Background: an optimization exercise with open tools, aiming at small area and few clock cycles. Do not read the settings as production practice.
In this exercise RTL edits were held to simulation tests only and were not proved equivalent to the original.
No activity file was given, so power comes from the tool's default toggle rates.

<file path="flow/design.v">
package nonogram_pkg;
    localparam int MAX_DIM    = 8;
    localparam int NUM_LINES  = 2 * MAX_DIM;     
    localparam int LINE_IDX_W = 4;
    localparam int DIM_W      = 4;               
    typedef logic [MAX_DIM-1:0] pattern_t;
    typedef logic [LINE_IDX_W-1:0] line_idx_t;
    typedef logic [MAX_DIM*MAX_DIM-1:0] board_t;
    typedef struct packed {
        pattern_t known;
        pattern_t assigned;
    } line_view_t;
    typedef struct packed {
        line_idx_t line;
        pattern_t  ones;     
        pattern_t  zeros;    
    } line_update_t;
endpackage
module line_decode (
    input  logic [3:0] num_rows,
    input  logic [3:0] num_cols,
    input  logic [3:0] line,
    output logic       is_row,
    output logic [7:0] rsel,       
    output logic [7:0] csel,       
    output logic [7:0] row_act,
    output logic [7:0] col_act
);
    logic [3:0] col_idx;
    assign is_row  = line < num_rows;
    assign col_idx = line - num_rows;
    always_comb begin
        for (int i = 0; i < 8; i++) begin
            row_act[i] = num_rows > i;
            col_act[i] = num_cols > i;
            rsel[i]    = is_row && line[2:0] == i;
            csel[i]    = !is_row && col_idx[2:0] == i;
        end
    end
endmodule
module board_view (
    input  logic [7:0]  rsel,
    input  logic [7:0]  csel,
    input  logic [63:0] known,
    input  logic [63:0] assigned,
    output logic [7:0]  vk,
    output logic [7:0]  va
);
    always_comb begin
        for (int i = 0; i < 8; i++) begin
            vk[i] = 1'b0;
            va[i] = 1'b0;
            for (int j = 0; j < 8; j++) begin
                vk[i] = vk[i] | (rsel[j] & known[j*8 + i])    | (csel[j] & known[i*8 + j]);
                va[i] = va[i] | (rsel[j] & assigned[j*8 + i]) | (csel[j] & assigned[i*8 + j]);
            end
        end
    end
endmodule
module board_cells (
    input  logic        clk,
    input  logic        clr,
    input  logic [7:0]  rsel,
    input  logic [7:0]  csel,
    input  logic [7:0]  det,
    input  logic [7:0]  one,
    output logic [63:0] known,
    output logic [63:0] assigned
);
    always_ff @(posedge clk) begin
        for (int r = 0; r < 8; r++) begin
            for (int c = 0; c < 8; c++) begin
                logic hit;
                logic v;
                hit = (rsel[r] & det[c]) | (csel[c] & det[r]);
                v   = (rsel[r] & one[c]) | (csel[c] & one[r]);
                known[r*8 + c]    <= !clr & (known[r*8 + c] | hit);
                assigned[r*8 + c] <= !clr & (hit ? v : assigned[r*8 + c]);
            end
        end
    end
endmodule
module board_complete (
    input  logic [7:0]  row_act,
    input  logic [7:0]  col_act,
    input  logic [63:0] known,
    output logic        complete
);
    logic [7:0] row_done;
    always_comb begin
        for (int r = 0; r < 8; r++) begin
            row_done[r] = 1'b1;
            for (int c = 0; c < 8; c++) begin
                row_done[r] = row_done[r] & (known[r*8 + c] | !col_act[c]);
            end
        end
    end
    assign complete = &(row_done | ~row_act);
endmodule
module board_state (
    input  logic          clk,
    input  logic          clr,
    input  logic [3:0]    num_rows,
    input  logic [3:0]    num_cols,
    input  logic [3:0]    line,
    input  logic [7:0]    det,
    input  logic [7:0]    one,
    output logic          is_row,
    output logic [7:0]    row_act,
    output logic [7:0]    col_act,
    output logic [7:0]    vk,
    output logic [7:0]    va,
    output logic [63:0]   known,
    output logic [63:0]   assigned,
    output logic          complete
);
    logic [7:0] rsel;
    logic [7:0] csel;
    line_decode u_decode (
        .num_rows (num_rows),
        .num_cols (num_cols),
        .line     (line),
        .is_row   (is_row),
        .rsel     (rsel),
        .csel     (csel),
        .row_act  (row_act),
        .col_act  (col_act)
    );
    board_view u_view (
        .rsel     (rsel),
        .csel     (csel),
        .known    (known),
        .assigned (assigned),
        .vk       (vk),
        .va       (va)
    );
    board_cells u_cells (
        .clk      (clk),
        .clr      (clr),
        .rsel     (rsel),
        .csel     (csel),
        .det      (det),
        .one      (one),
        .known    (known),
        .assigned (assigned)
    );
    board_complete u_complete (
        .row_act  (row_act),
        .col_act  (col_act),
        .known    (known),
        .complete (complete)
    );
endmodule
module count_table (
    input  logic          clk,
    input  logic          start,
    input  logic [111:0]  counts,
    input  logic [3:0]    line,
    input  logic          dec,
    output logic [6:0]    count
);
    logic [15:0][6:0] tab;
    logic [6:0]       wd;
    logic [15:0]      en;
    assign count = tab[line];
    assign wd    = count - 1'b1;
    always_comb begin
        for (int i = 0; i < 16; i++) begin
            en[i] = start || (dec && line == i);
        end
    end
    always_ff @(posedge clk) begin
        for (int i = 0; i < 16; i++) begin
            if (en[i]) begin
                tab[i] <= start ? counts[i*7 +: 7] : wd;
            end
        end
    end
endmodule
module nonogram_solver (
    input  logic          clk,
    input  logic          rst,
    input  logic          start,
    input  logic [3:0]    num_rows,
    input  logic [3:0]    num_cols,
    input  logic [111:0]  counts,        
    input  logic [7:0]    in_word,
    input  logic          in_valid,
    output logic          in_ready,
    output logic [7:0]    out_word,
    output logic          out_valid,
    input  logic          out_ready,
    output logic [63:0]   known,
    output logic [63:0]   assigned,
    output logic          solved
);
    logic        run;         
    logic        fresh;       
    logic [6:0]  left;        
    logic [3:0]  cur_line;
    logic [7:0]  ones_acc;
    logic [7:0]  zeros_acc;
    logic [6:0]  ct_rd;
    logic [6:0]  rem;
    logic        is_hdr;
    logic        sgl;
    logic        complete;
    logic        stop;
    logic        in_fire;
    logic        clash;
    logic        fold;
    logic        keep;
    logic        last;
    logic        push;
    logic [7:0]  vk;
    logic [7:0]  va;
    assign rem    = fresh ? ct_rd : left;
    assign is_hdr = (rem == '0);
    assign sgl    = fresh && (ct_rd == 1);
    assign stop     = is_hdr && complete;
    assign solved   = run && stop;
    assign in_ready = run && !start && !stop && (!out_valid || out_ready);
    assign in_fire  = in_valid && in_ready;
    assign clash = |((in_word ^ va) & vk);
    assign fold  = sgl || !clash;
    assign keep  = !sgl && !clash;
    assign last  = in_fire && !is_hdr && (rem == 1);
    assign push  = in_fire && (is_hdr || keep);
    logic [7:0] ones_new;
    logic [7:0] zeros_new;
    logic [7:0] set1;
    logic [7:0] set0;
    logic       is_row;
    logic [7:0] row_act;
    logic [7:0] col_act;
    logic [7:0] len_mask;    
    logic [7:0] det;
    logic [7:0] one;
    assign ones_new  = ones_acc  & (fold ? in_word  : 8'hff);
    assign zeros_new = zeros_acc & (fold ? ~in_word : 8'hff);
    assign set1      = ones_new & ~zeros_new;
    assign set0      = zeros_new & ~ones_new;
    assign len_mask  = {8{last && !rst}} & (is_row ? col_act : row_act);
    assign det       = (set1 | set0) & len_mask;
    assign one       = set1 & len_mask;
    always_ff @(posedge clk) begin
        if (rst) begin
            run       <= 1'b0;
            out_valid <= 1'b0;
        end else begin
            if (start) begin
                run <= 1'b1;
            end
            if (push) begin
                out_valid <= 1'b1;
            end else if (out_ready) begin
                out_valid <= 1'b0;
            end
        end
        if (push) begin
            out_word <= in_word;
        end
        if (start) begin
            fresh <= 1'b0;
            left  <= '0;
        end else if (in_fire) begin
            fresh <= is_hdr;
            if (!is_hdr) begin
                left <= rem - 1'b1;
            end
        end
        if (in_fire) begin
            if (is_hdr) begin
                cur_line  <= in_word[3:0];
                ones_acc  <= '1;
                zeros_acc <= '1;
            end else begin
                ones_acc  <= ones_new;
                zeros_acc <= zeros_new;
            end
        end
    end
    count_table u_counts (
        .clk    (clk),
        .start  (start),
        .counts (counts),
        .line   (cur_line),
        .dec    (in_fire && !is_hdr && !keep),
        .count  (ct_rd)
    );
    board_state u_board (
        .clk      (clk),
        .clr      (rst || start),
        .num_rows (num_rows),
        .num_cols (num_cols),
        .line     (cur_line),
        .det      (det),
        .one      (one),
        .is_row   (is_row),
        .row_act  (row_act),
        .col_act  (col_act),
        .vk       (vk),
        .va       (va),
        .known    (known),
        .assigned (assigned),
        .complete (complete)
    );
endmodule
</file>
<file path="flow/flow/run.sh">
#!/bin/bash
# The standard layout with three changes: the smallest buffer on every input
# and output port; logic gates that synthesis sized up swapped back to their
# smallest size before placement (downsize.tcl), leaving placement's repair to
# size up what the layout needs; and a clock tree of small buffers in small
# clusters without dummy loads.
set -euo pipefail
export BUFFER_PORTS_ARGS="-buffer_cell sky130_fd_sc_hd__buf_1"
export CTS_ARGS="-sink_clustering_enable -repair_clock_nets -dont_use_dummy_load -buf_list sky130_fd_sc_hd__clkbuf_4 -sink_clustering_size 12 -sink_clustering_max_diameter 35"
bash standard.sh floorplan > standard_floorplan.log 2>&1
RES=orfs/results/$FLOW_PLATFORM/nonogram_solver/base PLATFORM_DIR=$FLOW_HOME/platforms/$FLOW_PLATFORM \
    openroad -no_init -exit flow/downsize.tcl > downsize.log 2>&1
bash standard.sh finish > standard.log 2>&1
</file>
<file path="flow/flow/downsize.tcl">
# Swap every logic gate that synthesis sized up for the weakest cell with the
# same function and pins, where that cell is smaller; placement's repair then
# sizes up only what the layout needs. Flip-flops, buffers and inverters are
# left alone.
set res $::env(RES)
read_liberty $::env(PLATFORM_DIR)/lib/sky130_fd_sc_hd__tt_025C_1v80.lib
read_db $res/2_floorplan.odb
set n 0
foreach inst [get_cells *] {
  set m [get_property $inst ref_name]
  if {![regexp {^(sky130_fd_sc_hd__([a-z0-9]+))_([0-9]+)$} $m -> base func drive]} { continue }
  if {$drive <= 1} { continue }
  if {[regexp {^(buf|clkbuf|inv|clkinv|bufinv|dfxtp|edfxtp|dfrtp|dfstp|dfbbp|dfxbp|sdf|sedf|dlx|dlclkp|conb|tap|fill|decap|diode|clkdly|dlygate|dlymetal)} $func]} { continue }
  foreach d {1 0} {
    set cand [get_lib_cells -quiet ${base}_$d]
    if {[llength $cand] && [get_property $cand area] < [get_property [get_lib_cells $m] area]} {
      replace_cell $inst $cand
      incr n
      break
    }
  }
}
puts "downsized $n gates"
write_db $res/2_floorplan.odb
</file>
<file path="flow/standard.sh">
#!/bin/bash
# synth_recipe.tcl (not shown) runs the flow's synth.tcl, then flattens the netlist and writes it again
# the make line also repeats each setting of config.mk as NAME=value (left out here)
make -C /OpenROAD-flow-scripts/flow DESIGN_CONFIG=/design/flow/config.mk WORK_HOME=/design/flow/orfs CLKGATE_MAP_FILE= SYNTH_SCRIPT=/design/flow/synth_recipe.tcl "${@:-finish}"
</file>
<file path="flow/config.mk">
export PLATFORM = sky130hd
export DESIGN_NAME = nonogram_solver
export DESIGN_NICKNAME = nonogram_solver
export VERILOG_FILES = /design/flow/design.v
export SDC_FILE = /design/flow/constraint.sdc
export NUM_CORES = 4
export LEC_CHECK = 0
export CAP_MARGIN = 20
export CORE_MARGIN = 2
export CORE_UTILIZATION = 60
export SLEW_MARGIN = 20
export SYNTH_HIERARCHICAL = 1
</file>
<file path="flow/constraint.sdc">
create_clock -name core_clock -period 10.0 [get_ports {clk}]
set_input_delay 2.0000 -clock core_clock [delete_from_list [all_inputs] [get_ports {clk}]]
set_output_delay 2.0000 -clock core_clock [all_outputs]
set_load 0.01 [all_outputs]
</file>
==> run summary, run 1 <==
DIE WIDTH -> 164 um
Max-slew violation count -> 0
Reg-to-reg slack, setup -> 3.04 ns
Clk buf depth -> 3
Area share of the largest cell type after synthesis -> 27.2%
Max-Cap Viols -> 0
Logic pwr share -> 15.5%
CTS tree -> built
Worst EP arrival -> 8.44 ns
Top cells by area, synth -> edfxtp_1 27%, dfxtp_1 18%, a22oi_1 7.0%
Slowest cell on crit path -> nor3b_4
RSZ-0062 raised after global routing -> false
Initial Util -> 61.3%
Htree depth -> 2
Clock Latency Late Sink -> 0.71 ns
Share of cells above drive strength 1 -> 9.81%
Synth Area in XOR/XNOR -> 0.681%
Final RePlAce weighted congestion -> 1.02
CTS Hold Bufs -> 0
Antenna-violating nets left -> 0
Fin crit share -> 79.6%
EDFF count, synth -> 140
First-pass GRT wire length -> 84,600 um
Final setup viols -> 0
Pwr dens -> 131 mW/mm2
DRT iter0 DRCs -> 2,296
Top FF cell, synth -> edfxtp_1
R2r endpoint -> u_board.u_cells.assigned[51]
Biggest area consumer among synthesized cells -> edfxtp_1
Yosys cell types -> 75
Register area -> 0.00697 mm2
Final Hold Viols -> 0
Post_cts resized -> 0
Req. time, crit path -> 10.48 ns
Multi-input combinational cell area -> 0.00704 mm2
Net Sw Power -> 613 uW
Worst rel slew slack -> 24.5%
Routed length per instance -> 27.4 um
Setup Buffers After CTS -> 0
Final-stage net count -> 1,915
Status -> complete, no violations
Warnings from Yosys -> 12
Clock network fraction of design power -> 26.2%
Crit end category -> flop
Global-route usage over all layers -> 41.8%
Core area -> 0.0252 mm2
Total negative slack -> 0 ns
Peak supply drop -> 0.110 mV
Flops & latches, synth -> 278
Routed vias -> 14,900
Internal Power -> 1590 uW
CTS Root Cell -> clkbuf_4
Global route overflow -> 0
Min-delay worst type -> flop to flop
Worst Setup Start Kind -> primary input
Reg2Reg Depth -> 22
Routed WL -> 57,400 um
Fmax -> 126 MHz
Worst path max stage delay -> 0.66 ns
Site Rows -> 58
Skew final -> 0.0839 ns
Adder-Cell Fraction of Synth Area -> 1.35%
Post-synthesis sequential area ratio -> 45.1%
Min-Delay Endpoint -> run
Antenna violations before repair -> 1
Fill count -> 2,071
Post-Synth Simple-Gate Area -> 9.15%
Post-synthesis compound-gate area fraction -> 28.4%
WHS Path Cells -> 2
Layout area overhead -> 8.94%
CP Cell Sequence -> buf_1 -> ha_1 -> fa_1 -> nand2b_1 -> a21oi_1 -> inv_2 -> and4_1 -> buf_4 -> o21ai_0 -> and4_1 -> nand4_1 -> xor2_1 -> a22oi_1 -> nand4_1 -> nand2_1 -> buf_4 -> a21boi_0 -> ha_1 -> nor3b_4 -> a22oi_1 -> a221oi_1 -> a211oi_1
Hpwl dp -> 39,800 um
Main combinational cell family by area after synthesis -> compound AO/OA/AOI/OAI gates
Cts bufs inserted -> 44
Number of global-route vias before repair -> 13,700
Min Tclk post-route -> 7.96 ns
Die Span Y -> 164 um
IO Port Bufs -> 271
Crit path kind -> primary input to flop
Mapped cell area -> 0.0154 mm2
Syn Area/Cell -> 10.0 um2
Largest net degree at the start of global routing -> 102
TritonRoute pass-1 iters -> 7
CTS sink cnt -> 278
Worst Path Buf+Inv -> 4
CP delay by family, top -> simple AND/OR/NAND/NOR gates
Ys async rst share -> 0%
Synth Instances -> 1,537
Largest fanout on the critical path -> 24
Clk pin slew, worst setup/hold paths -> 0.11 ns
Full die area -> 0.0270 mm2
Reg-to-reg startpoint -> cur_line[0]
Worst slew pin tran -> 1.12 ns
Commonest cells post-synth -> 175 x inv_1, 144 x a22oi_1, 140 x edfxtp_1
Most common cell in the netlist -> inv_1
Power Total -> 2200 uW
Residual DRC -> 0
Hold path start -> run
Post-synthesis mux area share -> 6.01%
I/O Pins -> 272
Vias per cell -> 7.10
Leak -> 0.00563 uW
Sequential share of power -> 58.3%
Sw frac -> 27.8%
[how the worst max path moves through the flow]
| stage | from | endpoint | slack [ns] | cells past startpoint |
|---|---|---|---|---|
| 3_3_place_gp | num_rows[0] | u_board.u_cells.assigned[55] | 1.75 | 22 |
| 6_report | num_rows[0] | u_board.u_cells.assigned[51] | 2.04 | 22 |
| 3_5_place_dp | num_rows[0] | u_board.u_cells.assigned[49] | 1.62 | 22 |
| 2_1_floorplan | num_rows[0] | u_board.u_cells.assigned[19] | 2.83 | 22 |
| 5_1_grt | num_rows[0] | u_board.u_cells.assigned[51] | 1.72 | 22 |
| 4_1_cts | num_rows[0] | u_board.u_cells.assigned[51] | 2.27 | 22 |
[modules after synthesis (local to each module, per instance), a selection]
module	area (um2)	cells inside	copies in the design	flops+latches
nonogram_solver	2380	244	1	38
line_decode	382	53	1	0
count_table	5850	451	1	112
board_complete	317	51	1	0
board_cells	5110	550	1	128
board_view	1390	188	1	0
[sequential cells by signal (all words and copies together) (netlist names)]
signal / flops
zeros_acc: 8
left: 7
cur_line: 4
fresh: 1
out_valid: 1
u_board.u_cells.known: 64
run: 1
ones_acc: 8
u_board.u_cells.assigned: 64
out_word: 8
u_counts.tab: 112
[power groups by stage]
stage / combinational (uW) / sequential [uW] / clock [uW]
global route: 366 / 1290 / 626
global placement: 323 / 1310 / 0
detailed placement: 330 / 1310 / 0
floorplan: 237 / 1300 / 0
finish: 341 / 1290 / 578
CTS: 331 / 1290 / 580
[layout by cell type, fill, tap and decap left out, drive strengths merged, types with 51 or more instances in the layout]
cell    instances
o21ai          51
nand2          55
inv           184
dfxtp         138
edfxtp        140
a22oi         144
nor2           59
a21oi          88
a221oi         90
a211oi         59
buf           313
[worst min-delay path, cell delays in order, from the launching register on]
cell,delay [ns]
dfxtp_1,0.35
nor2_1,0.09
nor2_1,0.04
[cell families after synthesis]
kind of cell,Yosys count
AOI/OAI and AO/OA,606
DFF,278
muxes,53
adders and majority gates,16
xor gates and xnor gates,12
and+or+nand+nor,255
buffers and inverters,317
[through the flow]
| stage | std cells | area [um2] | setup slack (ns) | utilization [%] | hold slack, ns |
|---|---|---|---|---|---|
| floorplan | 1537 | 15400 | 2.83 | - | 0.457 |
| global placement | 2047 | 16400 | 1.75 | 65.3 | 0.476 |
| detailed placement | 2048 | 16500 | 1.62 | 65.3 | 0.489 |
| CTS | 2092 | 16800 | 2.27 | 66.7 | 0.503 |
| global route | 2095 | 16800 | 1.72 | 66.8 | 0.529 |
| finish | 2095 | 16800 | 2.04 | 66.8 | 0.506 |
[final cells by class]
type	count	share of cell area, %
tap	330	2.46
clock buffer	44	1.97
sequential	278	41.4
timing repair buffer	316	8.14
multi-input combinational	942	41.9
antenna	1	0.0149
inverter	184	4.11
[per-layer routing]
| metal | global-route usage [%] | up-vias | share of wire, % |
|---|---|---|---|
| met5 | 0 | - | 0 |
| met4 | 25.3 | 0 | 7.0 |
| met3 | 12.1 | 293 | 13 |
| met2 | 63.5 | 1211 | 44 |
| met1 | 52.9 | 6982 | 36 |
| li1 | - | 6394 | - |
Testbench counts, summed over its fixed seeds: cycles 95,857.
==> run 2, diff against run 1 <==
--- a/flow/design.v
+++ b/flow/design.v
@@ -177,6 +177,42 @@
         end
     end
 endmodule
+module line_fold (
+    input  logic       clk,
+    input  logic       rst,
+    input  logic       take,       
+    input  logic       is_hdr,     
+    input  logic       fold,       
+    input  logic       last,       
+    input  logic [7:0] word,
+    input  logic       is_row,
+    input  logic [7:0] row_act,
+    input  logic [7:0] col_act,
+    output logic [7:0] det,        
+    output logic [7:0] one         
+);
+    logic [7:0] ones_acc;
+    logic [7:0] zeros_acc;
+    logic [7:0] ones_new;
+    logic [7:0] zeros_new;
+    logic [7:0] len_mask;
+    assign ones_new  = ones_acc  & (fold ? word  : 8'hff);
+    assign zeros_new = zeros_acc & (fold ? ~word : 8'hff);
+    assign len_mask  = {8{last && !rst}} & (is_row ? col_act : row_act);
+    assign det       = (ones_new ^ zeros_new) & len_mask;
+    assign one       = ones_new & ~zeros_new & len_mask;
+    always_ff @(posedge clk) begin
+        if (take) begin
+            if (is_hdr) begin
+                ones_acc  <= '1;
+                zeros_acc <= '1;
+            end else begin
+                ones_acc  <= ones_new;
+                zeros_acc <= zeros_new;
+            end
+        end
+    end
+endmodule
 module nonogram_solver (
     input  logic          clk,
     input  logic          rst,
@@ -198,8 +234,6 @@
     logic        fresh;       
     logic [6:0]  left;        
     logic [3:0]  cur_line;
-    logic [7:0]  ones_acc;
-    logic [7:0]  zeros_acc;
     logic [6:0]  ct_rd;
     logic [6:0]  rem;
     logic        is_hdr;
@@ -226,23 +260,25 @@
     assign keep  = !sgl && !clash;
     assign last  = in_fire && !is_hdr && (rem == 1);
     assign push  = in_fire && (is_hdr || keep);
-    logic [7:0] ones_new;
-    logic [7:0] zeros_new;
-    logic [7:0] set1;
-    logic [7:0] set0;
     logic       is_row;
     logic [7:0] row_act;
     logic [7:0] col_act;
-    logic [7:0] len_mask;    
     logic [7:0] det;
     logic [7:0] one;
-    assign ones_new  = ones_acc  & (fold ? in_word  : 8'hff);
-    assign zeros_new = zeros_acc & (fold ? ~in_word : 8'hff);
-    assign set1      = ones_new & ~zeros_new;
-    assign set0      = zeros_new & ~ones_new;
-    assign len_mask  = {8{last && !rst}} & (is_row ? col_act : row_act);
-    assign det       = (set1 | set0) & len_mask;
-    assign one       = set1 & len_mask;
+    line_fold u_fold (
+        .clk     (clk),
+        .rst     (rst),
+        .take    (in_fire),
+        .is_hdr  (is_hdr),
+        .fold    (fold),
+        .last    (last),
+        .word    (in_word),
+        .is_row  (is_row),
+        .row_act (row_act),
+        .col_act (col_act),
+        .det     (det),
+        .one     (one)
+    );
     always_ff @(posedge clk) begin
         if (rst) begin
             run       <= 1'b0;
@@ -272,11 +308,6 @@
         if (in_fire) begin
             if (is_hdr) begin
                 cur_line  <= in_word[3:0];
-                ones_acc  <= '1;
-                zeros_acc <= '1;
-            end else begin
-                ones_acc  <= ones_new;
-                zeros_acc <= zeros_new;
             end
         end
     end
==> run 2 against run 1 <==
Against the previous run: via count down 0.94%; routed wire length down 0.66%; clock power about the same; largest power group unchanged; highest routed layer unchanged.
==> run summary, run 2 <==
Flops & latches, synth -> 278 (unchanged)
Crit path kind -> primary input to flop
Clk pin slew, worst setup/hold paths -> 0.09 ns (-0.02 ns)
Worst EP arrival -> 8.31 ns (-0.13 ns)
Clk buf depth -> 3 (unchanged)
Cts bufs inserted -> 44 (unchanged)
Min Tclk post-route -> 7.79 ns (-0.171 ns)
Biggest area consumer among synthesized cells -> edfxtp_1
Adder-Cell Fraction of Synth Area -> 1.35% (+0.0020 points)
Initial Util -> 61.2% (-0.089 points)
Final Hold Viols -> 0 (unchanged)
DIE WIDTH -> 164 um (about the same)
Routed length per instance -> 27.4 um (about the same)
DRT iter0 DRCs -> 2,533 (+10%)
CTS tree -> built
Largest fanout on the critical path -> 31 (+29%)
Vias per cell -> 7.08 (-0.37%)
Peak supply drop -> 0.127 mV (+16%)
Site Rows -> 58 (unchanged)
Hpwl dp -> 39,500 um (-0.73%)
Worst rel slew slack -> 18.2% (-6.3 points)
Full die area -> 0.0270 mm2 (-0.15%)
Top cells by area, synth -> edfxtp_1 27%, dfxtp_1 18%, a22oi_1 7.0%
Warnings from Yosys -> 13 (+1)
Global-route usage over all layers -> 41.4% (-0.39 points)
Clock Latency Late Sink -> 0.69 ns (-0.02 ns)
Final RePlAce weighted congestion -> 1.01 (-1.5%)
Most frequent cells in the layout -> 270 x buf_1, 163 x inv_1, 144 x a22oi_1
Synth Area in XOR/XNOR -> 0.796% (+0.11 points)
Fin crit share -> 77.9% (-1.7 points)
Pwr dens -> 130 mW/mm2 (-0.85%)
Total negative slack -> 0 ns (unchanged)
CTS Root Cell -> clkbuf_4
Antenna violations before repair -> 1 (unchanged)
Worst Setup Start Kind -> primary input
CP Cell Sequence -> buf_1 -> ha_1 -> fa_1 -> nand2b_1 -> a21oi_1 -> inv_2 -> nor4b_2 -> buf_4 -> a22oi_1 -> and4_1 -> nand4_1 -> xor2_1 -> a22oi_1 -> and4_1 -> nand2b_1 -> nand2b_1 -> and2_1 -> ha_1 -> nor3_1 -> buf_4 -> a22oi_1 -> a221oi_1 -> a211oi_1
Commonest cells post-synth -> 163 x inv_1, 144 x a22oi_1, 140 x edfxtp_1
Core area -> 0.0252 mm2 (unchanged)
Skew final -> 0.0727 ns (-0.0111 ns)
Power Total -> 2180 uW (-1.3%)
CTS Hold Bufs -> 0 (unchanged)
Share of cells above drive strength 1 -> 9.53% (-0.28 points)
Area share of the largest cell type after synthesis -> 27.3% (+0.040 points)
Global route overflow -> 0 (unchanged)
Post_cts resized -> 0 (unchanged)
Top FF cell, synth -> edfxtp_1
Min-delay worst type -> flop to flop
Ys async rst share -> 0% (unchanged)
Mapped cell area -> 0.0154 mm2 (-0.15%)
Layout area overhead -> 8.64%
Leak -> 0.00565 uW (+0.37%)
Post-synthesis compound-gate area fraction -> 27.6% (-0.74 points)
I/O Pins -> 272 (unchanged)
Worst path max stage delay -> 0.60 ns (-0.06 ns)
TritonRoute pass-1 iters -> 9 (+2)
Syn Area/Cell -> 10.1 um2 (+0.90%)
Req. time, crit path -> 10.53 ns (+0.05 ns)
Max-slew violation count -> 0 (unchanged)
Routed vias -> 14,700 (-0.94%)
Main combinational cell family by area after synthesis -> compound AO/OA/AOI/OAI gates
Slowest cell on crit path -> a21oi_1
Post-Synth Simple-Gate Area -> 9.69% (+0.54 points)
Yosys cell types -> 68 (-9.3%)
Crit end category -> flop
Synth Instances -> 1,521 (-1.0%)
EDFF count, synth -> 140 (unchanged)
Die Span Y -> 164 um (about the same)
Fmax -> 128 MHz (+2.2%)
Largest regs -> u_counts.tab x112, u_board.u_cells.assigned x64, u_board.u_cells.known x64
Antenna-violating nets left -> 0 (unchanged)
Commonest non-fill, non-tap cell in the layout -> buf_1
Worst slew pin tran -> 1.22 ns (+0.0982 ns)
CTS sink cnt -> 278 (unchanged)
First-pass GRT wire length -> 82,600 um (-2.4%)
Final-stage net count -> 1,903 (-0.63%)
Htree depth -> 2 (unchanged)
Residual DRC -> 0 (unchanged)
Final setup viols -> 0 (unchanged)
Post-synthesis sequential area ratio -> 45.2% (+0.066 points)
Routed WL -> 57,000 um (-0.66%)
Max reg flops -> 112 (unchanged)
IO Port Bufs -> 271 (unchanged)
Post-synthesis mux area share -> 6.09% (+0.082 points)
Status -> complete, no violations
Largest Register -> u_counts.tab
Largest net degree at the start of global routing -> 112 (+9.8%)
Max-Cap Viols -> 0 (unchanged)
Most common cell in the netlist -> inv_1
RSZ-0062 raised after global routing -> false
Number of global-route vias before repair -> 13,600 (-1.1%)
Setup Buffers After CTS -> 0 (unchanged)
run 2: changes by cell type after synthesis, sizes merged, moves of 9 or more:
cell | previous run | this run
a21o | 37 | 53
a31oi | 35 | 18
inv | 184 | 172
mux2i | 15 | 24
nand2 | 55 | 76
nor2 | 59 | 45
o21ai | 51 | 41
run 2: power breakdown:
| part | leakage [uW] | total [uW] | switching (uW) | internal, uW |
|---|---|---|---|---|
| clock network | 0.000202 | 580 | 378 | 201 |
| registers | 0.00246 | 1280 | 16.0 | 1260 |
| logic | 0.00299 | 316 | 201 | 115 |
run 2: cell type report:
class                      instances  area, um2
fill                            2100       8440
multi-input combinational        940       7010
sequential                       278       6970
timing repair buffer             318       1370
inverter                         172        646
tap                              330        413
clock buffer                      44        330
antenna                            1       2.50
run 2: worst paths after layout:
path	start	end	slack, ns	cells past startpoint
worst max register to register	cur_line[0]	u_board.u_cells.assigned[17]	2.52	24
worst min register to register	left[4]	left[4]	0.49	2
worst max-delay path	num_rows[0]	u_board.u_cells.assigned[17]	2.21	23
worst min-delay path	left[4]	left[4]	0.49	2
run 2: modules after synthesis, one instance, submodules excluded, excerpt:
| module | area (um2) | times used |
|---|---|---|
| line_fold | 1110 | 1 |
| board_complete | 317 | 1 |
| board_view | 1390 | 1 |
| nonogram_solver | 1250 | 1 |
| line_decode | 382 | 1 |
| board_cells | 5110 | 1 |
| count_table | 5850 | 1 |
run 2: through the flow:
stage / util, % / hold slack [ns] / std cells / setup slack [ns] / cell area [um2]
CTS: 66.3 / 0.483 / 2080 / 2.34 / 16700
floorplan: - / 0.447 / 1521 / 2.75 / 15400
detailed placement: 65.0 / 0.474 / 2036 / 1.73 / 16400
finish: 66.5 / 0.488 / 2083 / 2.21 / 16700
global route: 66.5 / 0.516 / 2083 / 1.94 / 16700
global placement: 65.0 / 0.460 / 2036 / 1.88 / 16400
run 2: logic make-up (layout without fill, tap and decap cells):
family          Yosys count  in the layout
compound gates          581            581
buf+inv                 303            534
flops                   278            278
simple gates            274            274
mux                      55             55
fa+ha+maj                16             16
xor+xnor                 14             14
other cells               0              1
run 2: metal layers:
| layer | track usage (%) | share of wire, % | vias up |
|---|---|---|---|
| met3 | 8.51 | 12 | 285 |
| li1 | - | - | 6301 |
| met4 | 26.3 | 6.9 | 0 |
| met5 | 0 | 0 | - |
| met2 | 64.5 | 45 | 1279 |
| met1 | 52.7 | 36 | 6875 |
run 2: worst max-delay path: cells and delay by family:
| kind | cells | cell delay, ns |
|---|---|---|
| AO/OA/AOI/OAI | 6 | 1.56 |
| AND/OR/NAND/NOR | 9 | 2.33 |
| buffers and inverters | 4 | 1.35 |
| XOR/XNOR | 1 | 0.08 |
| adder cells (fa/ha/maj) | 3 | 0.94 |
Testbench counts of run 2, summed over its fixed seeds: cycles 95,857.
==> run 3, diff against run 2 <==
--- a/flow/design.v
+++ b/flow/design.v
@@ -34,7 +34,7 @@
             row_act[i] = num_rows > i;
             col_act[i] = num_cols > i;
             rsel[i]    = is_row && line[2:0] == i;
-            csel[i]    = !is_row && col_idx[2:0] == i;
+            csel[i]    = !is_row && col_act[i] && col_idx == i;
         end
     end
 endmodule
--- a/flow/flow/run.sh
+++ b/flow/flow/run.sh
@@ -6,7 +6,7 @@
 # clusters without dummy loads.
 set -euo pipefail
 export BUFFER_PORTS_ARGS="-buffer_cell sky130_fd_sc_hd__buf_1"
-export CTS_ARGS="-sink_clustering_enable -repair_clock_nets -dont_use_dummy_load -buf_list sky130_fd_sc_hd__clkbuf_4 -sink_clustering_size 12 -sink_clustering_max_diameter 35"
+export CTS_ARGS="-sink_clustering_enable -repair_clock_nets -dont_use_dummy_load -buf_list sky130_fd_sc_hd__clkbuf_4 -sink_clustering_size 12 -sink_clustering_max_diameter 30"
 bash standard.sh floorplan > standard_floorplan.log 2>&1
 RES=orfs/results/$FLOW_PLATFORM/nonogram_solver/base PLATFORM_DIR=$FLOW_HOME/platforms/$FLOW_PLATFORM \
     openroad -no_init -exit flow/downsize.tcl > downsize.log 2>&1
--- a/flow/config.mk
+++ b/flow/config.mk
@@ -5,8 +5,8 @@
 export SDC_FILE = /design/flow/constraint.sdc
 export NUM_CORES = 4
 export LEC_CHECK = 0
-export CAP_MARGIN = 20
+export CAP_MARGIN = 0
 export CORE_MARGIN = 2
 export CORE_UTILIZATION = 60
-export SLEW_MARGIN = 20
+export SLEW_MARGIN = 0
 export SYNTH_HIERARCHICAL = 1
==> run 3 against run 2 <==
Against the previous run: largest power group unchanged; synthesized cell count is 1.1% higher; critical path depth is 1 lower; non-clock buffer count stayed put; still clean on timing, DRC and antenna; first-iteration DRC count is 0.47% higher; global-route usage is 0.78 points higher; utilization is 0.31 points higher; final area is 0.76% higher.
==> run summary, run 3 <==
Status -> complete, no violations
Die Span Y -> 165 um (+0.26%)
Most common cell in the netlist -> inv_1
EDFF count, synth -> 140 (unchanged)
Hold path start -> left[6]
CP Cell Sequence -> buf_1 -> ha_1 -> inv_1 -> fa_1 -> a21o_1 -> a21oi_1 -> buf_4 -> nand2b_1 -> nor2_2 -> o21ai_0 -> and4_1 -> nand4_1 -> xor2_1 -> a22oi_1 -> and4_1 -> nand2b_1 -> nand2_1 -> nand2_1 -> ha_1 -> nor3b_2 -> a221oi_1 -> a211oi_1
Max-slew violation count -> 0 (unchanged)
Clk pin slew, worst setup/hold paths -> 0.09 ns (about the same)
TritonRoute pass-1 iters -> 8 (-1)
Full die area -> 0.0271 mm2 (+0.51%)
Peak supply drop -> 0.113 mV (-11%)
Worst Path Buf+Inv -> 3 (-1)
Residual DRC -> 0 (unchanged)
CTS sink cnt -> 278 (unchanged)
Routed length per instance -> 27.5 um (+0.28%)
Crit path kind -> primary input to flop
Core area -> 0.0253 mm2 (+0.29%)
Setup Buffers After CTS -> 0 (unchanged)
Total negative slack -> 0 ns (unchanged)
Antenna-violating nets left -> 0 (unchanged)
Syn Area/Cell -> 10.1 um2 (-0.59%)
Crit end category -> flop
Ys async rst share -> 0% (unchanged)
Commonest cells post-synth -> 167 x inv_1, 144 x a22oi_1, 140 x edfxtp_1
Post_cts resized -> 0 (unchanged)
Power Total -> 2220 uW (+2.1%)
CTS Hold Bufs -> 0 (unchanged)
Flops & latches, synth -> 278 (unchanged)
DIE WIDTH -> 165 um (+0.26%)
Commonest non-fill, non-tap cell in the layout -> buf_1
CTS Root Cell -> clkbuf_4
Global-route usage over all layers -> 42.2% (+0.78 points)
Inst Count DP -> 2,056 (+0.98%)
Final-stage net count -> 1,931 (+1.5%)
Hold WS -> 0.475 ns (-0.0127 ns)
Largest net degree at the start of global routing -> 94 (-16%)
Worst Setup Start Kind -> primary input
Final RePlAce weighted congestion -> 1.03 (+1.6%)
Cts bufs inserted -> 53 (+20%)
Fmax -> 125 MHz (-2.4%)
I/O Pins -> 272 (unchanged)
Site Rows -> 58 (unchanged)
Htree depth -> 2 (unchanged)
Synth Instances -> 1,538 (+1.1%)
Antenna violations before repair -> 1 (unchanged)
Fin crit share -> 79.8% (+1.9 points)
Reg-to-reg startpoint -> cur_line[0]
CTS tree -> built
Leak -> 0.00574 uW (+1.5%)
Max reg flops -> 112 (unchanged)
Worst path max stage delay -> 1.03 ns (+0.43 ns)
Req. time, crit path -> 10.59 ns (+0.06 ns)
Yosys cell types -> 71 (+4.4%)
Initial Util -> 61.3% (+0.14 points)
Final setup viols -> 0 (unchanged)
First-pass GRT wire length -> 84,900 um (+2.7%)
Pwr dens -> 132 mW/mm2 (+1.3%)
Global route overflow -> 0 (unchanged)
Slowest cell on crit path -> nor3b_2
Final Hold Viols -> 0 (unchanged)
CP startpoint -> num_rows[0]
Vias per cell -> 7.08 (about the same)
Skew final -> 0.111 ns (+0.0384 ns)
Area share of the largest cell type after synthesis -> 27.1% (-0.14 points)
Top FF cell, synth -> edfxtp_1
Fin cells -> 2,110 (+1.3%)
IO Port Bufs -> 271 (unchanged)
Worst slew pin tran -> 1.33 ns (+0.108 ns)
Routed vias -> 14,900 (+1.4%)
Min-delay worst type -> flop to flop
Number of global-route vias before repair -> 13,900 (+2.6%)
Warnings from Yosys -> 13 (unchanged)
DRT iter0 DRCs -> 2,545 (+0.47%)
Mapped cell area -> 0.0155 mm2 (+0.52%)
Worst EP arrival -> 8.58 ns (+0.27 ns)
Biggest area consumer among synthesized cells -> edfxtp_1
Worst rel slew slack -> 11.2% (-7.0 points)
Share of cells above drive strength 1 -> 9.67% (+0.14 points)
Largest fanout on the critical path -> 20 (-35%)
Largest Register -> u_counts.tab
Clock Latency Late Sink -> 0.75 ns (+0.06 ns)
Top cells by area, synth -> edfxtp_1 27%, dfxtp_1 18%, a22oi_1 7.0%
Max-Cap Viols -> 0 (unchanged)
Layout area overhead -> 8.90%
CP delay by family, top -> simple AND/OR/NAND/NOR gates
Clk buf depth -> 3 (unchanged)
Largest regs -> u_counts.tab x112, u_board.u_cells.assigned x64, u_board.u_cells.known x64
Min Tclk post-route -> 7.98 ns (+0.195 ns)
Hpwl dp -> 40,600 um (+2.9%)
RSZ-0062 raised after global routing -> false
Most frequent cells in the layout -> 270 x buf_1, 167 x inv_1, 144 x a22oi_1
Post-synthesis sequential area ratio -> 45.0% (-0.23 points)
Routed WL -> 57,900 um (+1.6%)
-- run 3: tightest hold or removal path: cells and delay by family, from the launching register on --
| family | cells | cell delay (ns) |
|---|---|---|
| DFF | 1 | 0.31 |
| and+or+nand+nor | 1 | 0.07 |
| AOI/OAI and AO/OA | 1 | 0.06 |
-- run 3: through the flow --
stage          setup WS [ns]  util (%)  instance area (um2)
6_report                2.02      66.8                16900
5_1_grt                 1.81      66.8                16900
4_1_cts                 2.39      66.8                16900
3_5_place_dp            1.71      65.2                16500
3_3_place_gp            1.89      65.2                16500
2_1_floorplan           2.93         -                15500
-- run 3: where the power goes --
group | internal [uW] | switching (uW)
combinational | 115 | 196
clock | 240 | 389
sequential | 1260 | 16.2
-- run 3: layout make-up --
cell class,count,area (um2)
Timing Repair Buffer,318,1370
Multi-Input combinational cell,955,7060
Inverter,175,657
Fill cell,2021,8390
Clock buffer,53,398
Sequential cell,278,6970
Antenna cell,1,2.50
Tap cell,330,413
-- run 3: kinds of logic (layout without fill, tap and decap cells) --
family	count (synthesis)	after routing	synth area share [%]
AOI/OAI and AO/OA	587	587	27.7
xor gates and xnor gates	14	14	0.840
adders and majority gates	17	17	1.42
buffers and inverters	305	546	9.17
DFF	278	278	45.0
muxes	55	55	6.06
other	0	1	0
and+or+nand+nor	282	282	9.82
-- run 3: final timing paths --
check / end / slack [ns] / depth (start not counted)
max: u_board.u_cells.assigned[2] / 2.02 / 22
min: left[6] / 0.47 / 2
max reg2reg: u_board.u_cells.assigned[2] / 2.55 / 23
min reg2reg: left[6] / 0.47 / 2
-- run 3: per-module statistics from Yosys (local to each module, per instance), excerpt --
module | cells | copies in the design | cell area, um2 | flip-flops and latches
count_table | 451 | 1 | 5850 | 112
board_cells | 550 | 1 | 5110 | 128
board_view | 188 | 1 | 1390 | 0
nonogram_solver | 125 | 1 | 1250 | 22
line_fold | 103 | 1 | 1110 | 16
line_decode | 70 | 1 | 462 | 0
board_complete | 51 | 1 | 317 | 0
-- run 3: layer usage --
layer,share of wire (%),up-vias,GRT usage (%)
met5,0,-,0
li1,-,6375,-
met2,45,1271,66.5
met3,12,301,9.19
met4,7.5,0,27.3
met1,36,6993,52.7
Testbench counts of run 3, summed over its fixed seeds: cycles 95,857.
==> run 4, diff against run 3 <==
--- a/flow/flow/run.sh
+++ b/flow/flow/run.sh
@@ -3,9 +3,11 @@
 # and output port; logic gates that synthesis sized up swapped back to their
 # smallest size before placement (downsize.tcl), leaving placement's repair to
 # size up what the layout needs; and a clock tree of small buffers in small
-# clusters without dummy loads.
+# clusters without dummy loads. The buffers from synthesis are removed before
+# placement.
 set -euo pipefail
 export BUFFER_PORTS_ARGS="-buffer_cell sky130_fd_sc_hd__buf_1"
+export REMOVE_ABC_BUFFERS=1
 export CTS_ARGS="-sink_clustering_enable -repair_clock_nets -dont_use_dummy_load -buf_list sky130_fd_sc_hd__clkbuf_4 -sink_clustering_size 12 -sink_clustering_max_diameter 30"
 bash standard.sh floorplan > standard_floorplan.log 2>&1
 RES=orfs/results/$FLOW_PLATFORM/nonogram_solver/base PLATFORM_DIR=$FLOW_HOME/platforms/$FLOW_PLATFORM \
--- a/flow/config.mk
+++ b/flow/config.mk
@@ -5,8 +5,9 @@
 export SDC_FILE = /design/flow/constraint.sdc
 export NUM_CORES = 4
 export LEC_CHECK = 0
-export CAP_MARGIN = 0
+export CAP_MARGIN = 20
 export CORE_MARGIN = 2
 export CORE_UTILIZATION = 60
-export SLEW_MARGIN = 0
+export GPL_TIMING_DRIVEN = 0
+export SLEW_MARGIN = 20
 export SYNTH_HIERARCHICAL = 1
==> run 4 against run 3 <==
Against the previous run: sequential cell count unchanged; via count decreased by 1.1%; routed wire length decreased by 7.6%; global-route usage decreased by 3.4 points; first-iteration DRC count decreased by 9.4%; die area unchanged; critical path type unchanged.
==> run summary, run 4 <==
Share of cells above drive strength 1 -> 12.9% (+3.2 points)
Total negative slack -> 0 ns (unchanged)
Status -> complete, no violations
Peak supply drop -> 0.0998 mV (-12%)
Antenna violations before repair -> 1 (unchanged)
Max-Cap Viols -> 0 (unchanged)
Yosys cell types -> 71 (unchanged)
Site Rows -> 58 (unchanged)
Area share of the largest cell type after synthesis -> 27.1% (unchanged)
CP delay by family, top -> simple AND/OR/NAND/NOR gates
Req. time, crit path -> 10.52 ns (-0.07 ns)
Internal Power -> 1660 uW (+2.2%)
DIE WIDTH -> 165 um (unchanged)
Clk pin slew, worst setup/hold paths -> 0.08 ns (about the same)
Full die area -> 0.0271 mm2 (unchanged)
Worst EP arrival -> 9.06 ns (+0.48 ns)
Min Tclk post-route -> 8.54 ns (+0.559 ns)
Clock network fraction of design power -> 29.3% (+1.0 points)
Net Sw Power -> 610 uW (+1.5%)
Max reg flops -> 112 (unchanged)
Final setup viols -> 0 (unchanged)
Slowest cell on crit path -> nor3_2
First-pass GRT wire length -> 79,900 um (-5.9%)
Syn Area/Cell -> 10.1 um2 (unchanged)
Crit end category -> flop
Sw frac -> 26.9% (-0.13 points)
Setup WS pre-CTS -> 0.606 ns (-1.11 ns)
Worst Setup Start Kind -> primary input
Initial Util -> 61.3% (unchanged)
Core area -> 0.0253 mm2 (unchanged)
CTS Root Cell -> clkbuf_4
CTS tree -> built
Min-delay worst type -> flop to flop
DRT iter0 DRCs -> 2,306 (-9.4%)
Final RePlAce weighted congestion -> 0.978 (-4.6%)
Flops & latches, synth -> 278 (unchanged)
Largest Register -> u_counts.tab
Worst Path Buf+Inv -> 5 (+2)
Mapped cell area -> 0.0155 mm2 (unchanged)
Most common cell in the netlist -> inv_1
Fmax -> 117 MHz (-6.5%)
Worst slew pin tran -> 1.11 ns (-0.220 ns)
Warnings from Yosys -> 13 (unchanged)
Layout area overhead -> 12.7%
Sequential share of power -> 56.6% (-1.1 points)
Global route overflow -> 0 (unchanged)
Largest regs -> u_counts.tab x112, u_board.u_cells.assigned x64, u_board.u_cells.known x64
EDFF count, synth -> 140 (unchanged)
Antenna-violating nets left -> 0 (unchanged)
Final Hold Viols -> 0 (unchanged)
Routed vias -> 14,800 (-1.1%)
DP Area -> 0.0170 mm2 (+3.2%)
Hpwl dp -> 39,800 um (-2.2%)
CTS Hold Bufs -> 0 (unchanged)
Ys async rst share -> 0% (unchanged)
Post_cts resized -> 0 (unchanged)
Crit path kind -> primary input to flop
Power Total -> 2270 uW (+2.1%)
Top FF cell, synth -> edfxtp_1
Htree depth -> 2 (unchanged)
Max-slew violation count -> 0 (unchanged)
Routed length per instance -> 24.8 um (-9.7%)
Top cells by area, synth -> edfxtp_1 27%, dfxtp_1 18%, a22oi_1 7.0%
Fin crit share -> 85.4% (+5.6 points)
Largest net degree at the start of global routing -> 67 (-29%)
Clk buf depth -> 3 (unchanged)
Synth Instances -> 1,538 (unchanged)
Post-Layout Inst Area -> 0.0175 mm2 (+3.5%)
Clock Latency Late Sink -> 0.73 ns (-0.02 ns)
Setup Buffers After CTS -> 0 (unchanged)
TritonRoute pass-1 iters -> 6 (-2)
Largest fanout on the critical path -> 16 (-20%)
CTS sink cnt -> 278 (unchanged)
Most frequent cells in the layout -> 270 x buf_1, 166 x inv_1, 144 x a22oi_1
Routed WL -> 53,500 um (-7.6%)
Pwr dens -> 130 mW/mm2 (-1.4%)
I/O Pins -> 272 (unchanged)
Commonest cells post-synth -> 167 x inv_1, 144 x a22oi_1, 140 x edfxtp_1
Number of global-route vias before repair -> 13,700 (-1.9%)
Skew final -> 0.0844 ns (-0.0267 ns)
Post-synthesis sequential area ratio -> 45.0% (unchanged)
Worst path max stage delay -> 0.72 ns (-0.31 ns)
Cts bufs inserted -> 59 (+11%)
Commonest non-fill, non-tap cell in the layout -> buf_1
Residual DRC -> 0 (unchanged)
Biggest area consumer among synthesized cells -> edfxtp_1
Leak -> 0.00604 uW (+5.3%)
Logic pwr share -> 14.2% (+0.2 points)
Fin worst setup slack -> 1.46 ns (-0.559 ns)
Die Span Y -> 165 um (unchanged)
Final-stage net count -> 1,979 (+2.5%)
IO Port Bufs -> 271 (unchanged)
Worst rel slew slack -> 26.0% (+15 points)
Global-route usage over all layers -> 38.8% (-3.4 points)
Vias per cell -> 6.85 (-3.3%)
RSZ-0062 raised after global routing -> false
==> run 4: cells by family after synthesis <==
family / count (synthesis) / synth area share [%]
AOI/OAI and AO/OA: 587 / 27.7
and+or+nand+nor: 282 / 9.82
buffers and inverters: 305 / 9.17
xor gates and xnor gates: 14 / 0.840
DFF: 278 / 45.0
adders and majority gates: 17 / 1.42
muxes: 55 / 6.06
==> run 4: cell type report <==
type	count	area, um2
Inverter	175	657
Tap cell	330	413
Fill cell	2070	7790
Multi-Input combinational cell	955	7140
Antenna cell	1	2.50
Sequential cell	278	6970
Clock buffer	59	443
Timing Repair Buffer	360	1840
==> run 4: path summary, 6_finish.rpt <==
kind | from | endpoint | slack [ns] | cells past startpoint
setup / recovery | num_rows[0] | u_board.u_cells.assigned[35] | 1.46 | 25
hold / removal | run | run | 0.49 | 2
setup reg to reg | cur_line[0] | u_board.u_cells.assigned[35] | 2.05 | 25
hold reg to reg | run | run | 0.49 | 2
==> run 4: power by group through the flow <==
stage,clock (uW),combinational [uW],sequential [uW]
CTS,673,317,1280
floorplan,0,198,1300
finish,663,321,1280
global route,718,348,1290
global placement,0,285,1310
detailed placement,0,315,1310
==> run 4: worst register-to-register path: cells and delay by family, from the launching register on <==
kind,cells,cell delay [ns]
fa+ha+maj,3,0.93
compound gates,7,1.54
simple gates,9,3.38
buf+inv,5,1.13
flops,1,0.72
xor+xnor,1,0.10
==> run 4: per-layer routing <==
metal  global-route usage, %  vias to the layer above  wire [um]
li1                        -                     6489          -
met1                    49.2                     6965      19800
met2                    62.6                     1086      24600
met3                    7.06                      239       5640
met4                    22.2                        0       3390
met5                       0                        -          0
==> run 4: modules after synthesis, one instance, submodules excluded, excerpt <==
module,copies in the design,cell area [um2],flops+latches,cells
count_table,1,5850,112,451
board_cells,1,5110,128,550
board_view,1,1390,0,188
nonogram_solver,1,1250,22,125
line_fold,1,1110,16,103
line_decode,1,462,0,70
board_complete,1,317,0,51
==> run 4: through the flow <==
step / util [%] / hold slack, ns / std cells
final: 69.1 / 0.486 / 2158
after global placement: 63.2 / 0.462 / 2009
after detailed placement: 67.3 / 0.474 / 2096
after CTS: 69.1 / 0.483 / 2155
after global routing: 69.1 / 0.513 / 2158
after floorplan: - / 0.444 / 1408
==> run 5, diff against run 4 <==
--- a/flow/design.v
+++ b/flow/design.v
@@ -74,8 +74,8 @@
                 logic v;
                 hit = (rsel[r] & det[c]) | (csel[c] & det[r]);
                 v   = (rsel[r] & one[c]) | (csel[c] & one[r]);
-                known[r*8 + c]    <= !clr & (known[r*8 + c] | hit);
-                assigned[r*8 + c] <= !clr & (hit ? v : assigned[r*8 + c]);
+                known[r*8 + c]    <= (known[r*8 + c] & !clr) | hit;
+                assigned[r*8 + c] <= v | (assigned[r*8 + c] & !clr & !hit);
             end
         end
     end
--- a/flow/flow/run.sh
+++ b/flow/flow/run.sh
@@ -3,11 +3,9 @@
 # and output port; logic gates that synthesis sized up swapped back to their
 # smallest size before placement (downsize.tcl), leaving placement's repair to
 # size up what the layout needs; and a clock tree of small buffers in small
-# clusters without dummy loads. The buffers from synthesis are removed before
-# placement.
+# clusters without dummy loads.
 set -euo pipefail
 export BUFFER_PORTS_ARGS="-buffer_cell sky130_fd_sc_hd__buf_1"
-export REMOVE_ABC_BUFFERS=1
 export CTS_ARGS="-sink_clustering_enable -repair_clock_nets -dont_use_dummy_load -buf_list sky130_fd_sc_hd__clkbuf_4 -sink_clustering_size 12 -sink_clustering_max_diameter 30"
 bash standard.sh floorplan > standard_floorplan.log 2>&1
 RES=orfs/results/$FLOW_PLATFORM/nonogram_solver/base PLATFORM_DIR=$FLOW_HOME/platforms/$FLOW_PLATFORM \
--- a/flow/config.mk
+++ b/flow/config.mk
@@ -8,6 +8,5 @@
 export CAP_MARGIN = 20
 export CORE_MARGIN = 2
 export CORE_UTILIZATION = 60
-export GPL_TIMING_DRIVEN = 0
 export SLEW_MARGIN = 20
 export SYNTH_HIERARCHICAL = 1
==> run 5 against run 4 <==
Against the previous run: via count down 0.78%; synthesized cell count is 3.4% lower; clock skew increased by 0.024 ns; critical path depth decreased by 3; area after synthesis shrank 0.43%; setup slack better by 1.2 ns; power decreased by 1.4%; non-clock buffer count is 40 lower; cell count fell by 4.5%; die area is 0.42% lower; critical path type unchanged; critical endpoint is now u_board.u_cells.assigned[20]; largest cell class unchanged.
==> run summary, run 5 <==
Post_cts resized -> 0 (unchanged)
Full die area -> 0.0270 mm2 (-0.42%)
Htree depth -> 2 (unchanged)
Hpwl dp -> 39,600 um (-0.49%)
Largest net degree at the start of global routing -> 108 (+61%)
Share of cells above drive strength 1 -> 11.1% (-1.9 points)
Reg-to-reg slack, setup -> 3.33 ns (+1.28 ns)
Commonest cells post-synth -> 144 x a22oi_1, 140 x edfxtp_1, 138 x dfxtp_1
Residual DRC -> 0 (unchanged)
Setup Buffers After CTS -> 0 (unchanged)
Final-stage net count -> 1,880 (-5.0%)
Leak -> 0.00591 uW (-2.1%)
Largest Register -> u_counts.tab
Clock Latency Late Sink -> 0.74 ns (about the same)
Final setup viols -> 0 (unchanged)
Yosys cell types -> 71 (unchanged)
Cts bufs inserted -> 55 (-6.8%)
CP delay by family, top -> simple AND/OR/NAND/NOR gates
Warnings from Yosys -> 13 (unchanged)
Worst slew pin tran -> 1.16 ns (+0.0546 ns)
Final RePlAce weighted congestion -> 1.02 (+4.0%)
Status -> complete, no violations
R2r endpoint -> u_board.u_cells.assigned[20]
Final Hold Viols -> 0 (unchanged)
Largest regs -> u_counts.tab x112, u_board.u_cells.assigned x64, u_board.u_cells.known x64
IO Port Bufs -> 271 (unchanged)
Global-route usage over all layers -> 42.2% (+3.4 points)
CTS Hold Bufs -> 0 (unchanged)
Routed vias -> 14,700 (-0.78%)
RSZ-0062 raised after global routing -> false
Fmax -> 136 MHz (+16%)
Hold path start -> run
Min-delay worst type -> flop to flop
Total negative slack -> 0 ns (unchanged)
Routed WL -> 57,900 um (+8.2%)
Top FF cell, synth -> edfxtp_1
Crit path top cell by count -> a22oi_1
Reg-to-reg startpoint -> cur_line[1]
Vias per cell -> 7.12 (+3.9%)
Area share of the largest cell type after synthesis -> 27.3% (+0.12 points)
I/O Pins -> 272 (unchanged)
Min-Delay Endpoint -> run
Req. time, crit path -> 10.52 ns (about the same)
Layout area overhead -> 9.22%
Commonest non-fill, non-tap cell in the layout -> buf_1
Max reg flops -> 112 (unchanged)
Fin crit share -> 73.6% (-12 points)
Worst Path Buf+Inv -> 4 (-1)
CP Cell Sequence -> buf_1 -> inv_1 -> ha_1 -> a21o_1 -> a31oi_1 -> xnor2_1 -> nor3_2 -> buf_4 -> a22oi_1 -> and4_1 -> nand4_1 -> xor2_1 -> a22oi_1 -> and4_1 -> nand2b_1 -> nand2b_1 -> and2_1 -> ha_1 -> nor3_2 -> buf_4 -> a22oi_1 -> a31o_1
Die Span Y -> 164 um (-0.21%)
Ys async rst share -> 0% (unchanged)
Crit end category -> flop
CP Depth -> 22 (-12%)
Mapped cell area -> 0.0154 mm2 (-0.43%)
Worst path max stage delay -> 0.90 ns (+0.18 ns)
Site Rows -> 58 (unchanged)
Top cells by area, synth -> edfxtp_1 27%, dfxtp_1 18%, a22oi_1 7.0%
Global route overflow -> 0 (unchanged)
Post-synthesis sequential area ratio -> 45.2% (+0.19 points)
Clk pin slew, worst setup/hold paths -> 0.05 ns (-0.03 ns)
EDFF count, synth -> 140 (unchanged)
Antenna violations before repair -> 2 (+1)
Antenna-violating nets left -> 0 (unchanged)
CTS tree -> built
Syn Area/Cell -> 10.4 um2 (+3.1%)
First-pass GRT wire length -> 84,400 um (+5.7%)
Initial Util -> 61.2% (-0.087 points)
Max-slew violation count -> 0 (unchanged)
Worst Setup Start Kind -> primary input
DIE WIDTH -> 164 um (-0.21%)
Hold WS -> 0.480 ns (-0.00524 ns)
Max-Cap Viols -> 0 (unchanged)
Crit path kind -> primary input to flop
Synth Instances -> 1,485 (-3.4%)
TritonRoute pass-1 iters -> 7 (+1)
Fill count -> 2,095 (+1.2%)
Peak supply drop -> 0.0989 mV (-0.99%)
Skew final -> 0.109 ns (+0.0243 ns)
CTS Root Cell -> clkbuf_4
Routed length per instance -> 28.1 um (+13%)
Core area -> 0.0252 mm2 (-0.29%)
Reg2Reg Depth -> 21 (-16%)
Most frequent cells in the layout -> 270 x buf_1, 144 x a22oi_1, 140 x edfxtp_1
Flops & latches, synth -> 278 (unchanged)
Number of global-route vias before repair -> 13,600 (-0.64%)
CTS sink cnt -> 278 (unchanged)
Worst rel slew slack -> 22.5% (-3.5 points)
WHS Path Cells -> 2 (unchanged)
DRT iter0 DRCs -> 2,154 (-6.6%)
Clk buf depth -> 3 (unchanged)
Biggest area consumer among synthesized cells -> edfxtp_1
Slowest cell on crit path -> xnor2_1
Min Tclk post-route -> 7.36 ns (-1.18 ns)
Pwr dens -> 133 mW/mm2 (+2.2%)
Worst EP arrival -> 7.88 ns (-1.18 ns)
Most common cell in the netlist -> a22oi_1
Largest fanout on the critical path -> 32 (+16)
[run 5: cell types whose count changed after synthesis, moves of 9 or more]
cell | before | now
a31o_1 | 0 | 55
a211oi_1 | 56 | 0
a221oi_1 | 87 | 31
buf_4 | 9 | 26
a22o_1 | 15 | 71
a31o_2 | 1 | 10
inv_1 | 167 | 111
o21ai_0 | 38 | 99
a21oi_1 | 91 | 27
[run 5: kinds of logic (layout without fill, tap and decap cells)]
kind of cell	Yosys count	count (layout)	synth area share, %
fa+ha+maj	17	17	1.43
buf+inv	252	495	8.19
simple gates	274	274	9.67
other cells	0	2	0
mux	47	47	5.57
compound gates	603	603	29.1
flops	278	278	45.2
xor+xnor	14	14	0.844
[run 5: final cells by class]
| cell class | count | area (um2) | area share, % |
|---|---|---|---|
| well taps | 330 | 413 | 2.45 |
| repair buffers | 320 | 1390 | 8.25 |
| flip-flops and latches | 278 | 6970 | 41.4 |
| clock buffers | 55 | 413 | 2.45 |
| inverters | 120 | 450 | 2.67 |
| multi-input cells | 955 | 7210 | 42.8 |
| diodes | 2 | 5.00 | 0.0297 |
[run 5: worst reg2reg max path, stage by stage (launching register included)]
cell      delay, ns
edfxtp_1       0.33
buf_4          0.56
ha_1           0.29
a21o_1         0.13
a31oi_1        0.05
xnor2_1        0.90
nor3_2         0.11
buf_4          0.31
a22oi_1        0.57
and4_1         0.29
nand4_1        0.10
xor2_1         0.18
a22oi_1        0.18
and4_1         0.31
nand2b_1       0.53
nand2b_1       0.15
and2_1         0.20
ha_1           0.30
nor3_2         0.35
buf_4          0.28
a22oi_1        0.11
a31o_1         0.24
[run 5: through the flow]
step	utilization [%]	instances	setup slack, ns	cell area, um2	power [uW]
5_1_grt	66.9	2060	2.50	16800	2320
3_3_place_gp	65.0	2000	1.98	16400	1610
3_5_place_dp	65.1	2001	1.86	16400	1610
6_report	66.9	2060	2.64	16800	2240
4_1_cts	66.7	2056	2.54	16800	2230
2_1_floorplan	-	1485	2.98	15400	1520
[run 5: metal layers]
metal	up-vias	GRT usage (%)	routed length, um	part of all wire, %
met1	6915	54.0	20800	36
met2	1197	64.9	25500	44
met3	310	10.6	7400	13
met4	0	24.8	4130	7.1
li1	6242	-	-	-
met5	-	0	0	0
[run 5: how the worst max path moves through the flow]
stage / startpoint / endpoint
finish: num_rows[2] / u_board.u_cells.assigned[20]
global route: num_rows[0] / u_board.u_cells.assigned[20]
CTS: num_rows[0] / u_board.u_cells.assigned[20]
detailed placement: num_rows[2] / u_board.u_cells.assigned[39]
global placement: num_rows[0] / u_board.u_cells.assigned[38]
floorplan: num_rows[0] / u_board.u_cells.assigned[47]
[run 5: power by group]
group          switching (uW)  leakage (uW)  internal, uW
logic                     200       0.00320           118
registers                15.8       0.00246          1260
clock network             389      0.000253           248
[run 5: per-module statistics from Yosys, one instance, submodules excluded, excerpt]
module | cell area (um2) | times used
count_table | 5850 | 1
board_cells | 5050 | 1
board_view | 1390 | 1
nonogram_solver | 1250 | 1
line_fold | 1110 | 1
line_decode | 462 | 1
board_complete | 317 | 1
Testbench counts of run 5, summed over its fixed seeds: cycles 95,857.
==> run 6, diff against run 5 <==
--- a/flow/flow/run.sh
+++ b/flow/flow/run.sh
@@ -6,7 +6,7 @@
 # clusters without dummy loads.
 set -euo pipefail
 export BUFFER_PORTS_ARGS="-buffer_cell sky130_fd_sc_hd__buf_1"
-export CTS_ARGS="-sink_clustering_enable -repair_clock_nets -dont_use_dummy_load -buf_list sky130_fd_sc_hd__clkbuf_4 -sink_clustering_size 12 -sink_clustering_max_diameter 30"
+export CTS_ARGS="-sink_clustering_enable -repair_clock_nets -dont_use_dummy_load -buf_list sky130_fd_sc_hd__clkbuf_4 -sink_clustering_size 9 -sink_clustering_max_diameter 45"
 bash standard.sh floorplan > standard_floorplan.log 2>&1
 RES=orfs/results/$FLOW_PLATFORM/nonogram_solver/base PLATFORM_DIR=$FLOW_HOME/platforms/$FLOW_PLATFORM \
     openroad -no_init -exit flow/downsize.tcl > downsize.log 2>&1
==> run 6 against run 5 <==
Against the previous run: fmax down 0.47%; sequential cell count unchanged; non-clock buffer count down 1; register-to-register slack better by 0.02 ns; utilization down 0.48 points; synthesized cell count unchanged; clock power down 11%; critical path depth down 1; power down 3.3%; first-iteration DRC count up 4.8%; die area unchanged; area after synthesis unchanged; critical endpoint is now u_board.u_cells.assigned[61]; largest cell class unchanged; largest power group unchanged.
==> run summary, run 6 <==
Largest regs -> u_counts.tab x112, u_board.u_cells.assigned x64, u_board.u_cells.known x64
Req. time, crit path -> 10.59 ns (+0.07 ns)
Htree depth -> 2 (unchanged)
Full die area -> 0.0270 mm2 (unchanged)
Top FF cell, synth -> edfxtp_1
CTS sink cnt -> 278 (unchanged)
Antenna-violating nets left -> 0 (unchanged)
Mapped cell area -> 0.0154 mm2 (unchanged)
Cts bufs inserted -> 40 (-27%)
RSZ-0062 raised after global routing -> false
Hpwl dp -> 39,600 um (unchanged)
Number of global-route vias before repair -> 13,500 (-0.99%)
Fill count -> 2,102 (+0.33%)
Die Span Y -> 164 um (unchanged)
Min-Delay Endpoint -> run
Synth Instances -> 1,485 (unchanged)
Most common cell in the netlist -> a22oi_1
Commonest cells post-synth -> 144 x a22oi_1, 140 x edfxtp_1, 138 x dfxtp_1
Global-route usage over all layers -> 42.4% (+0.15 points)
Worst Setup Start Kind -> primary input
Residual DRC -> 0 (unchanged)
Post_cts resized -> 0 (unchanged)
Inst Count DP -> 2,001 (unchanged)
Site Rows -> 58 (unchanged)
Max reg flops -> 112 (unchanged)
IO Port Bufs -> 271 (unchanged)
R2r endpoint -> u_board.u_cells.assigned[61]
Post-synthesis sequential area ratio -> 45.2% (unchanged)
CTS Hold Bufs -> 0 (unchanged)
Routed WL -> 57,800 um (-0.17%)
Area share of the largest cell type after synthesis -> 27.3% (unchanged)
DIE WIDTH -> 164 um (unchanged)
Routed vias -> 14,500 (-0.80%)
Fmax -> 135 MHz (-0.47%)
Reg-to-reg slack, setup -> 3.35 ns (+0.02 ns)
Flops & latches, synth -> 278 (unchanged)
Most frequent cells in the layout -> 270 x buf_1, 144 x a22oi_1, 140 x edfxtp_1
CTS tree -> built
TritonRoute pass-1 iters -> 6 (-1)
Fin worst setup slack -> 2.61 ns (-0.0343 ns)
Clk pin slew, worst setup/hold paths -> 0.07 ns (+0.02 ns)
Clk buf depth -> 3 (unchanged)
DRT iter0 DRCs -> 2,257 (+4.8%)
Final-stage net count -> 1,864 (-0.85%)
Final setup viols -> 0 (unchanged)
Reg2Reg Depth -> 20 (-4.8%)
Hold path start -> run
Warnings from Yosys -> 13 (unchanged)
Share of cells above drive strength 1 -> 10.2% (-0.83 points)
Clock Latency Late Sink -> 0.70 ns (-0.04 ns)
Syn Area/Cell -> 10.4 um2 (unchanged)
Min Tclk post-route -> 7.39 ns (+0.0343 ns)
Reg-to-reg startpoint -> cur_line[1]
Fin cells -> 2,044 (-0.78%)
Global route overflow -> 0 (unchanged)
Max-Cap Viols -> 0 (unchanged)
Worst rel slew slack -> 20.6% (-2.0 points)
Worst slew pin tran -> 1.19 ns (+0.0294 ns)
Routed length per instance -> 28.3 um (+0.61%)
Initial Util -> 61.2% (unchanged)
Min-delay worst type -> flop to flop
First-pass GRT wire length -> 84,700 um (+0.38%)
I/O Pins -> 272 (unchanged)
Final RePlAce weighted congestion -> 1.02 (unchanged)
Layout area overhead -> 8.44%
Status -> complete, no violations
Skew final -> 0.0796 ns (-0.0291 ns)
Fin crit share -> 73.9% (+0.34 points)
Yosys cell types -> 71 (unchanged)
Core area -> 0.0252 mm2 (unchanged)
Largest net degree at the start of global routing -> 108 (unchanged)
Pwr dens -> 129 mW/mm2 (-2.6%)
Multi-input combinational cell area -> 0.00721 mm2 (unchanged)
Peak supply drop -> 0.118 mV (+20%)
Setup WS pre-CTS -> 1.86 ns (unchanged)
Ys async rst share -> 0% (unchanged)
Register area -> 0.00697 mm2 (unchanged)
Largest fanout on the critical path -> 32 (unchanged)
Largest Register -> u_counts.tab
Crit path kind -> primary input to flop
CTS Root Cell -> clkbuf_4
Worst EP arrival -> 7.98 ns (+0.10 ns)
Top cells by area, synth -> edfxtp_1 27%, dfxtp_1 18%, a22oi_1 7.0%
Vias per cell -> 7.12 (about the same)
Antenna violations before repair -> 2 (unchanged)
Leak -> 0.00584 uW (-1.3%)
Total negative slack -> 0 ns (unchanged)
Commonest non-fill, non-tap cell in the layout -> buf_1
WHS Path Cells -> 2 (unchanged)
Setup Buffers After CTS -> 0 (unchanged)
Final Hold Viols -> 0 (unchanged)
EDFF count, synth -> 140 (unchanged)
Biggest area consumer among synthesized cells -> edfxtp_1
Max-slew violation count -> 0 (unchanged)
Crit end category -> flop
-- run 6: area by class of cell --
cell class	instances	share of cell area (%)
Antenna cell	2	0.0299
Sequential cell	278	41.7
Multi-Input combinational cell	955	43.1
Clock buffer	40	1.80
Tap cell	330	2.47
Timing Repair Buffer	319	8.26
Inverter	120	2.69
-- run 6: metrics by stage --
stage                     util [%]  power, uW  area (um2)  hold WS [ns]
final                         66.4       2160       16700         0.481
after global routing          66.4       2240       16700         0.492
after CTS                     66.3       2160       16700         0.482
after detailed placement      65.1       1610       16400         0.474
after global placement        65.0       1610       16400         0.463
after floorplan                  -       1520       15400         0.447
-- run 6: where the power goes --
part	total, uW	internal [uW]	switching, uW
registers	1280	1260	15.6
logic	317	117	200
clock network	564	184	380
-- run 6: cell families (layout without fill, tap and decap cells) --
kind of cell	after synthesis	after routing	synth area share, %
other	0	2	0
adders and majority gates	17	17	1.43
DFF	278	278	45.2
buffers and inverters	252	479	8.19
and+or+nand+nor	274	274	9.67
xor gates and xnor gates	14	14	0.844
muxes	47	47	5.57
AOI/OAI and AO/OA	603	603	29.1
-- run 6: worst max path at each step --
stage / slack, ns / to / depth (start not counted) / startpoint
4_1_cts: 2.52 / u_board.u_cells.assigned[35] / 23 / num_rows[0]
2_1_floorplan: 2.98 / u_board.u_cells.assigned[47] / 22 / num_rows[0]
5_1_grt: 2.43 / u_board.u_cells.assigned[6] / 21 / num_rows[2]
6_report: 2.61 / u_board.u_cells.assigned[61] / 21 / num_rows[2]
3_3_place_gp: 1.98 / u_board.u_cells.assigned[38] / 23 / num_rows[0]
3_5_place_dp: 1.86 / u_board.u_cells.assigned[39] / 21 / num_rows[2]
-- run 6: metal layers --
metal,vias to the layer above,GRT usage [%],share of wire [%]
met5,-,0,0
met4,0,23.4,6.6
met3,301,10.8,13
met2,1198,65.5,44
met1,6848,54.5,36
li1,6200,-,-
-- run 6: modules after synthesis (local to each module, per instance), a selection --
module / cell area, um2 / copies in the design / flip-flops and latches
board_cells: 5050 / 1 / 128
board_complete: 317 / 1 / 0
board_view: 1390 / 1 / 0
count_table: 5850 / 1 / 112
line_decode: 462 / 1 / 0
line_fold: 1110 / 1 / 16
nonogram_solver: 1250 / 1 / 22
-- run 6: critical path, cell delays in order --
cell and delay [ns]:
buf_1 0.10, inv_1 0.08, ha_1 0.38, a21o_1 0.15
a31oi_1 0.05, xnor2_1 0.87, nor3_2 0.11, buf_4 0.29
a22oi_1 0.54, and4_1 0.28, nand4_1 0.10, xor2_1 0.18
a22oi_1 0.18, and4_1 0.31, nand2b_1 0.53, nand2_1 0.14
nand2_1 0.11, ha_1 0.14, nor3b_4 0.95, a22o_1 0.30
a31o_1 0.11

Setup slack of run 6, layout unchanged: 2.607 ns with ideal ports, 2.632 ns with driving cells assumed (clock clkbuf_16, inputs buf_2), 1.928 ns with port delays also shifted by the 0.704 ns mid clock arrival.
